This is an optimization exercise on Yosys and OpenROAD, whose aim is small area, a short achievable clock period and few clock cycles per item, not a production implementation. In this exercise RTL edits were held to simulation tests only and were not proved equivalent to the original. Power and IR drop assume default switching activity.

try-lagoon:
==> flow/design.v (excerpt) <==
module fixflo_top (
  input  logic                          clk,
  input  logic                          reset,
  input  logic                          wb_cyc,
  input  logic                          wb_stb,
  input  logic                          wb_we,
  input  logic [fixflo_pkg::ADR_W-1:0]  wb_adr,
  input  logic [fixflo_pkg::DATA_W-1:0] wb_dat_i,
  output logic [fixflo_pkg::DATA_W-1:0] wb_dat_o,
  output logic                          wb_ack
);
clock: 7.7 ns
lec_check: 0
cap_margin: 20
core_margin: 2
core_utilization: 40
setup_slack_margin: 4.0
slew_margin: 20
run.sh (not shown) runs the stock make flow with config.mk's settings and CLKGATE_MAP_FILE= SYNTH_SCRIPT=/design/flow/synth_recipe.tcl, a recipe that flattens the netlist after the stock synthesis.
Testbench counts of try-lagoon, summed over its fixed seeds: cycles 32,316, ops 2,400.
#### Input delta (try-yarrow over try-lagoon)
# try-lagoon
export LEC_CHECK = 0
export CAP_MARGIN = 20
export CORE_MARGIN = 2
export CORE_UTILIZATION = 40
export SETUP_SLACK_MARGIN = 4.0
export SLEW_MARGIN = 20
create_clock -name core_clock -period 7.7 [get_ports {clk}]
# try-yarrow
export LEC_CHECK = 0
export CAP_MARGIN = 20
export CORE_MARGIN = 2
export CORE_UTILIZATION = 65
export SETUP_SLACK_MARGIN = 4.5
export SLEW_MARGIN = 20
create_clock -name core_clock -period 7.7 [get_ports {clk}]
==> notes.md <==
Final area (try-yarrow over try-lagoon): increase, about 4%
The higher global-route usage came out of try-yarrow.
Between try-lagoon and try-yarrow, post-CTS clock slew at the launch and capture registers of the worst setup and hold paths increased.
Summary: with try-lagoon as the reference, global-route wire length before repair in try-yarrow moved up by a few percent.
try-yarrow reports a higher setup slack than try-lagoon does.
Changes in try-tundra relative to try-yarrow:
# try-yarrow
export LEC_CHECK = 0
export CAP_MARGIN = 20
export CORE_MARGIN = 2
export CORE_UTILIZATION = 65
export SETUP_SLACK_MARGIN = 4.5
export SLEW_MARGIN = 20
create_clock -name core_clock -period 7.7 [get_ports {clk}]
# try-tundra
export LEC_CHECK = 0
export ABC_CLOCK_PERIOD_IN_PS = 2400
export CAP_MARGIN = 20
export CORE_MARGIN = 2
export CORE_UTILIZATION = 40
export SETUP_SLACK_MARGIN = 5
export SLEW_MARGIN = 20
create_clock -name core_clock -period 7.7 [get_ports {clk}]
--- outcome ---
Compared to try-yarrow, try-tundra has highest clock rate 3.4% higher. try-yarrow -> try-tundra: required time of the critical path flat. Compared with try-yarrow, try-tundra shows a higher power.
Inputs modified between try-tundra and try-violet:
# try-tundra
export LEC_CHECK = 0
export ABC_CLOCK_PERIOD_IN_PS = 2400
export CAP_MARGIN = 20
export CORE_MARGIN = 2
export CORE_UTILIZATION = 40
export SETUP_SLACK_MARGIN = 5
export SLEW_MARGIN = 20
create_clock -name core_clock -period 7.7 [get_ports {clk}]
# try-violet
export LEC_CHECK = 0
export CAP_MARGIN = 20
export CORE_MARGIN = 2
export CORE_UTILIZATION = 40
export SETUP_SLACK_MARGIN = 4.5
export SLEW_MARGIN = 20
create_clock -name core_clock -period 7.7 [get_ports {clk}]
try-violet was carried through to the last stage, and its layout satisfied the timing, DRC and antenna checks.
Total clock buffers created by CTS came out exactly the same in try-violet and try-tundra.
On number of placed instances, taps included, try-violet and try-tundra are basically level.
The final reports for try-violet and try-tundra show worst hold slack higher in the former.
Relative to try-violet, the following input files were edited for try-willow:
# try-violet
export LEC_CHECK = 0
export CAP_MARGIN = 20
export CORE_MARGIN = 2
export CORE_UTILIZATION = 40
export SETUP_SLACK_MARGIN = 4.5
export SLEW_MARGIN = 20
create_clock -name core_clock -period 7.7 [get_ports {clk}]
# try-willow
export LEC_CHECK = 0
export ABC_CLOCK_PERIOD_IN_PS = 2400
export CAP_MARGIN = 20
export CORE_MARGIN = 2
export CORE_UTILIZATION = 40
export SLEW_MARGIN = 20
create_clock -name core_clock -period 7.7 [get_ports {clk}]
--- outcome ---
On floorplan die area, try-willow tracks try-violet almost exactly.
Compared with try-violet, try-willow shows a lower critical path depth.
The minimum clock period after layout in try-willow sits 1.19 ns above the value recorded for try-violet.
In try-willow relative to try-violet, detailed-routed wire length on met3 had gone down by a little under 10%.
try-violet leaves more setup margin than try-willow.
Comparing try-violet and try-willow, the lower number of non-filler instances in the completed layout was measured on try-willow.
Going from try-violet to try-willow, via count shrinks by 3.0%.

---

Setup of job 1628:
The RTL this note starts from:
==> flow/design.v <==
`default_nettype none
package fixflo_pkg;
  localparam int DATA_W = 16;
  localparam int FRAC_W = 8;    
  localparam int MAN_W    = 10;
  localparam int EXP_W    = 5;
  localparam int EXP_BIAS = 15;
  localparam int EXP_MAX  = 31;
  localparam logic [DATA_W-1:0] QNAN = 16'h7E00;
  localparam int ADR_W = 3;
  localparam logic [ADR_W-1:0] REG_A      = 3'd0;
  localparam logic [ADR_W-1:0] REG_B      = 3'd1;
  localparam logic [ADR_W-1:0] REG_CTRL   = 3'd2;  
  localparam logic [ADR_W-1:0] REG_RESULT = 3'd3;
  localparam logic [ADR_W-1:0] REG_STATUS = 3'd4;
  localparam int STAT_FLAGS_LSB = 0;
  localparam int STAT_DONE      = 8;
  typedef enum logic [1:0] {
    OP_FIX_ADD = 2'd0,
    OP_FIX_MUL = 2'd1,
    OP_FLT_MUL = 2'd2
  } op_e;   
  typedef struct packed {
    logic overflow;
    logic zero;
    logic nan;
    logic prec_lost;
  } flags_t;
endpackage
`default_nettype wire
`timescale 1ns/1ps
`default_nettype none
module fixflo_top (
  input  logic                          clk,
  input  logic                          reset,
  input  logic                          wb_cyc,
  input  logic                          wb_stb,
  input  logic                          wb_we,
  input  logic [fixflo_pkg::ADR_W-1:0]  wb_adr,
  input  logic [fixflo_pkg::DATA_W-1:0] wb_dat_i,
  output logic [fixflo_pkg::DATA_W-1:0] wb_dat_o,
  output logic                          wb_ack
);
  localparam logic [1:0] OP_ADD = 2'd0;
  localparam logic [1:0] OP_MUL = 2'd1;
  localparam logic [1:0] OP_FLT = 2'd2;
  logic [15:0] reg_a, reg_b;
  logic [15:0] res;         
  logic [3:0]  flags;       
  logic        done;
  logic        busy;        
  logic        fin;         
  logic [1:0]  op;
  logic [2:0]  cnt;         
  logic [15:0] acc;
  logic        sticky;
  logic        c_flt, c_add, c_keep;
  logic [1:0]  d;
  logic req, acc_en, wr, rd_result, ctrl_wr;
  logic [1:0] opc;
  assign req       = wb_cyc & wb_stb;
  assign acc_en    = req & ~wb_ack;
  assign wr        = acc_en & wb_we;
  assign rd_result = acc_en & ~wb_we & (wb_adr == fixflo_pkg::REG_RESULT);
  assign opc       = wb_dat_i[1:0];
  assign ctrl_wr   = wr & (wb_adr == fixflo_pkg::REG_CTRL);
  logic [15:0] x;
  logic [15:0] acc_in;
  logic [17:0] sum;
  assign x      = c_flt ? {6'b000001, reg_a[9:0]} : reg_a;
  assign acc_in = (acc & {16{c_keep}}) | (reg_b & {16{c_add}});
  assign sum    = {2'b00, acc_in} + ({2'b00, x} & {18{d[0]}}) + ({1'b0, x, 1'b0} & {18{d[1]}});
  logic last;
  always_comb
    case (op)
      OP_MUL:  last = (cnt == 3'd7);
      OP_FLT:  last = (cnt == 3'd4);
      default: last = 1'b1;
    endcase
  logic       busy_nx, fin_nx;
  logic [1:0] op_nx;
  logic [2:0] cnt_nx;
  always_comb
  begin
    busy_nx = busy;
    fin_nx  = fin;
    op_nx   = op;
    cnt_nx  = cnt;
    if (reset)
    begin
      busy_nx = 1'b0;
      fin_nx  = 1'b0;
      cnt_nx  = 3'd0;
    end
    else if (ctrl_wr)
    begin
      busy_nx = (opc != 2'd3);
      fin_nx  = 1'b0;
      op_nx   = opc;
      cnt_nx  = (opc == OP_MUL) ? 3'd1 : 3'd0;
    end
    else if (fin)
    begin
      busy_nx = 1'b0;
      fin_nx  = 1'b0;
      cnt_nx  = 3'd0;
    end
    else if (busy)
    begin
      cnt_nx = cnt + 3'd1;
      fin_nx = last;
    end
  end
  logic        sr;
  logic [4:0]  ea, eb;
  logic [9:0]  fa, fb;
  logic        a_zero, b_zero, a_inf, b_inf, a_nan, b_nan;
  logic [5:0]  e_sum;
  logic [5:0]  e_unb;
  logic        c_nan, c_inf, c_zero;
  logic [11:0] pre;           
  assign sr     = reg_a[15] ^ reg_b[15];
  assign ea     = reg_a[14:10];
  assign eb     = reg_b[14:10];
  assign fa     = reg_a[9:0];
  assign fb     = reg_b[9:0];
  assign a_zero = (ea == 5'd0);
  assign b_zero = (eb == 5'd0);
  assign a_inf  = (ea == 5'd31) & (fa == 10'd0);
  assign b_inf  = (eb == 5'd31) & (fb == 10'd0);
  assign a_nan  = (ea == 5'd31) & (fa != 10'd0);
  assign b_nan  = (eb == 5'd31) & (fb != 10'd0);
  assign c_nan  = a_nan | b_nan | (a_inf & b_zero) | (b_inf & a_zero);
  assign c_inf  = a_inf | b_inf;
  assign c_zero = a_zero | b_zero;
  assign e_sum  = {1'b0, ea} + {1'b0, eb};
  assign e_unb  = e_sum - 6'd15;
  logic ovf0, ovf1, uf0, uf1;
  assign ovf0 = (e_sum >= 6'd46);
  assign ovf1 = (e_sum >= 6'd45);
  assign uf0  = (e_sum <  6'd16);
  assign uf1  = (e_sum <  6'd15);
  assign pre = {c_nan,
                ~c_nan & (c_inf | (~c_zero & ovf0)),
                ~c_nan & (c_inf | (~c_zero & ovf1)),
                ~c_nan & ~c_inf & (c_zero | uf0),
                ~c_nan & ~c_inf & (c_zero | uf1),
                ~c_zero & uf0,
                ~c_zero & uf1,
                e_unb[4:0]};
  logic [11:0] s_top;         
  logic        n;
  logic [9:0]  mant;
  logic [4:0]  f_exp;
  logic        f_nan, f_inf, f_zero, f_uf;
  logic [15:0] f_res;
  logic [3:0]  f_flags;
  assign s_top  = acc[11:0] + {1'b1, fa};    
  assign n      = s_top[11];
  assign mant   = n ? s_top[10:1] : s_top[9:0];
  assign f_exp  = n ? res[4:0] + 5'd1 : res[4:0];
  assign f_nan  = res[11];
  assign f_inf  = n ? res[9] : res[10];
  assign f_zero = n ? res[7] : res[8];
  assign f_uf   = n ? res[5] : res[6];
  always_comb
  begin
    if (f_nan)
      f_res = fixflo_pkg::QNAN;
    else if (f_inf)
      f_res = {sr, 5'h1F, 10'h0};
    else if (f_zero)
      f_res = {sr, 15'h0};
    else
      f_res = {sr, f_exp, mant};
  end
  assign f_flags = {f_inf, f_zero, f_nan,
                    f_uf | (~f_nan & ~f_inf & ~f_zero & (sticky | (n & s_top[0])))};
  logic [15:0] res_nx;
  logic [3:0]  flags_nx;      
  always_comb
  begin
    case (op)
      OP_MUL:
      begin
        res_nx   = {acc[7:0], res[7:0]};
        flags_nx = {(|acc[15:8]), (res_nx == 16'h0), 1'b0, sticky};
      end
      OP_FLT:
      begin
        res_nx   = f_res;
        flags_nx = f_flags;
      end
      default:
      begin
        res_nx   = {acc[13:0], res[7:6]};
        flags_nx = {acc[14], (res_nx == 16'h0), 2'b00};
      end
    endcase
  end
  always_ff @(posedge clk)
  begin
    acc    <= sum[17:2];
    busy   <= busy_nx;
    fin    <= fin_nx;
    op     <= op_nx;
    cnt    <= cnt_nx;
    c_flt  <= busy_nx & ~fin_nx & (op_nx == OP_FLT);
    c_add  <= busy_nx & ~fin_nx & (op_nx == OP_ADD);
    c_keep <= busy_nx & ~fin_nx & (cnt_nx != 3'd0);
    d      <= (busy_nx & (op_nx == OP_ADD)) ? 2'b01 : reg_b[2*cnt_nx +: 2];
    if (reset)
    begin
      wb_ack <= 1'b0;
      reg_a  <= '0;
      reg_b  <= '0;
      res    <= '0;
      flags  <= '0;
      done   <= 1'b0;
    end
    else
    begin
      wb_ack <= acc_en;
      if (wr && wb_adr == fixflo_pkg::REG_A) reg_a <= wb_dat_i;
      if (wr && wb_adr == fixflo_pkg::REG_B) reg_b <= wb_dat_i;
      if (rd_result) done <= 1'b0;
      if (fin)
      begin
        res   <= res_nx;
        flags <= flags_nx;
        done  <= 1'b1;
      end
      else if (busy)
      begin
        if ((op == OP_MUL && cnt[2]) || op == OP_ADD)
          res[7:0] <= {sum[1:0], res[7:2]};
        if (op == OP_FLT)
          res[11:0] <= pre;
      end
    end
    if (!busy || (!fin && (op == OP_FLT || !cnt[2])))
      sticky <= (c_keep & sticky) | (|sum[1:0]);
  end
  logic sel_a, sel_b, sel_res, sel_stat;
  always_ff @(posedge clk)
  begin
    sel_a    <= (wb_adr == fixflo_pkg::REG_A);
    sel_b    <= (wb_adr == fixflo_pkg::REG_B);
    sel_res  <= (wb_adr == fixflo_pkg::REG_RESULT);
    sel_stat <= (wb_adr == fixflo_pkg::REG_STATUS);
  end
  assign wb_dat_o = (reg_a & {16{sel_a}}) | (reg_b & {16{sel_b}}) | (res & {16{sel_res}}) |
                    ({7'd0, done, 4'd0, flags} & {16{sel_stat}});
endmodule
`default_nettype wire
export LEC_CHECK = 0
export CAP_MARGIN = 20
export CORE_MARGIN = 2
export CORE_UTILIZATION = 40
export SETUP_SLACK_MARGIN = 5
export SLEW_MARGIN = 20
create_clock -name core_clock -period 7.7 [get_ports {clk}]
standard.sh (not shown) runs the stock make flow with config.mk's settings and CLKGATE_MAP_FILE= SYNTH_SCRIPT=/design/flow/synth_recipe.tcl, a recipe that flattens the netlist after the stock synthesis.
==> flow/flow/run.sh <==
#!/bin/bash
set -euo pipefail
work=$(pwd)
{
  echo "include $work/config.mk"
  echo "export BUFFER_PORTS_ARGS = -buffer_cell sky130_fd_sc_hd__buf_2"
} > "$work/own_config.mk"
sed "s#DESIGN_CONFIG=[^ ]*#DESIGN_CONFIG=$work/own_config.mk#" standard.sh > own_standard.sh
bash own_standard.sh > "$work/own_flow.log" 2>&1
Testbench counts of job 1628, summed over its fixed seeds: cycles 32,316, ops 2,400.
## Diff of input files: job 6998 against job 1628
Settings: an added ABC_AREA of 1; an added CTS_BUF_LIST of sky130_fd_sc_hd__clkbuf_8; a change of SETUP_SLACK_MARGIN from 5 to 4.5.
==> flow/run.sh (new file) <==
#!/bin/bash
# synth_recipe.tcl (not shown) runs the flow's synth.tcl, then flattens the netlist and writes it again
# the make line also repeats each setting of config.mk as NAME=value (left out here)
make -C /OpenROAD-flow-scripts/flow DESIGN_CONFIG=/design/flow/config.mk WORK_HOME=/design/flow/orfs CLKGATE_MAP_FILE= SYNTH_SCRIPT=/design/flow/synth_recipe.tcl finish
removed: flow/flow/run.sh
removed: flow/standard.sh
[summary]
- Job 1628 -> job 6998: detailed route wirelength on metal3 increased by a little under 10%
- A largest power group of clock is what job 1628 shows, while registers belongs to job 6998.
- Changes observed in job 6998 relative to job 1628: fraction of power spent switching nets shows an increase of 2.1 points; pre-CTS worst setup slack shows an increase of 800 ps; cell area shows a reduction of about 9%.
- Job 1628 vs job 6998, capture point of the worst path: wb_dat_o[5] vs wb_dat_o[13]
#### Input delta (job 4446 over job 6998)
Settings: changing SETUP_SLACK_MARGIN from 4.5 to 4.8; removing ABC_AREA (formerly 1); removing CTS_BUF_LIST (formerly sky130_fd_sc_hd__clkbuf_8).
==> flow/flow/run.sh (new file) <==
#!/bin/bash
set -euo pipefail
work=$(pwd)
{
  echo "include $work/config.mk"
  echo "export BUFFER_PORTS_ARGS = -buffer_cell sky130_fd_sc_hd__buf_2"
} > "$work/own_config.mk"
sed "s#DESIGN_CONFIG=[^ ]*#DESIGN_CONFIG=$work/own_config.mk#" standard.sh > own_standard.sh
bash own_standard.sh > "$work/own_flow.log" 2>&1
==> flow/standard.sh (new file) <==
#!/bin/bash
# synth_recipe.tcl (not shown) runs the flow's synth.tcl, then flattens the netlist and writes it again
# the make line also repeats each setting of config.mk as NAME=value (left out here)
make -C /OpenROAD-flow-scripts/flow DESIGN_CONFIG=/design/flow/config.mk WORK_HOME=/design/flow/orfs CLKGATE_MAP_FILE= SYNTH_SCRIPT=/design/flow/synth_recipe.tcl "${@:-finish}"
removed: flow/run.sh
Relative to job 6998, met1 routed wirelength after detailed routing has decreased by about 12% in job 4446. For post-placement cell area, dividing the value from job 6998 by the value from job 4446 gives 1.05. Violation count after the first detailed-route iteration came out lower on job 4446 than on job 6998.
Edits applied to the flow inputs when going from job 4446 to job 6156:
Settings: SETUP_SLACK_MARGIN: 4.8 -> 4.5.
Findings:
- In summary, job 6156 completed successfully, with a layout that passed the timing, DRC and antenna checks.
- Final routed wire length divided by cell count delta for job 6156 relative to job 4446: 2.5% lower
- Diff job 4446 and job 6156: part of the total power dissipated in the clock network higher in job 6156
- Job 6156 against job 4446: clock slew seen by the registers of the worst setup and hold paths barely changed, fraction of area in registers climbed 1.4 points.

port drivers added, routing unchanged:
The flow's constraints put no driver on any port. The routed layouts listed below were extracted and timed again, unchanged, in two steps.
Step 1 (the two cells are an assumption about what drives the block):
set clk [get_ports {clk}]
set_driving_cell -lib_cell sky130_fd_sc_hd__clkbuf_16 $clk
set_driving_cell -lib_cell sky130_fd_sc_hd__buf_2 [delete_from_list [all_inputs] $clk]
Step 2 also shifts input and output timing later by t, the mid clock arrival at the registers, as if the neighbouring blocks saw the same clock.
Slacks: ideal ports / drivers / drivers and shift; pairs: ideal ports / drivers.
| run | t, ns | setup slack, ns | pins driven straight from the clock port |
|---|---|---|---|
| try-lagoon | 0.400 | 4.168 / 4.188 / 3.788 | 1 |
| try-yarrow | 0.427 | 4.429 / 4.429 / 4.065 | 1 |
| try-tundra | 0.406 | 4.536 / 4.536 / 4.169 | 1 |
| try-violet | 0.405 | 4.492 / 4.492 / 4.097 | 1 |
| try-willow | 0.399 | 3.302 / 3.321 / 2.922 | 1 |
| job 1628 | 0.394 | 4.653 / 4.611 / 4.307 | 1 |
| job 6998 | 0.418 | 4.470 / 4.430 / 4.191 | 1 |
| job 4446 | 0.395 | 4.640 / 4.600 / 4.298 | 1 |
| job 6156 | 0.400 | 4.522 / 4.478 / 4.205 | 1 |
After both steps setup and hold are still met in every run listed. The setup slack of try-violet, which loses most, moves by 0.000 ns with the drivers and by -0.395 ns with both steps.
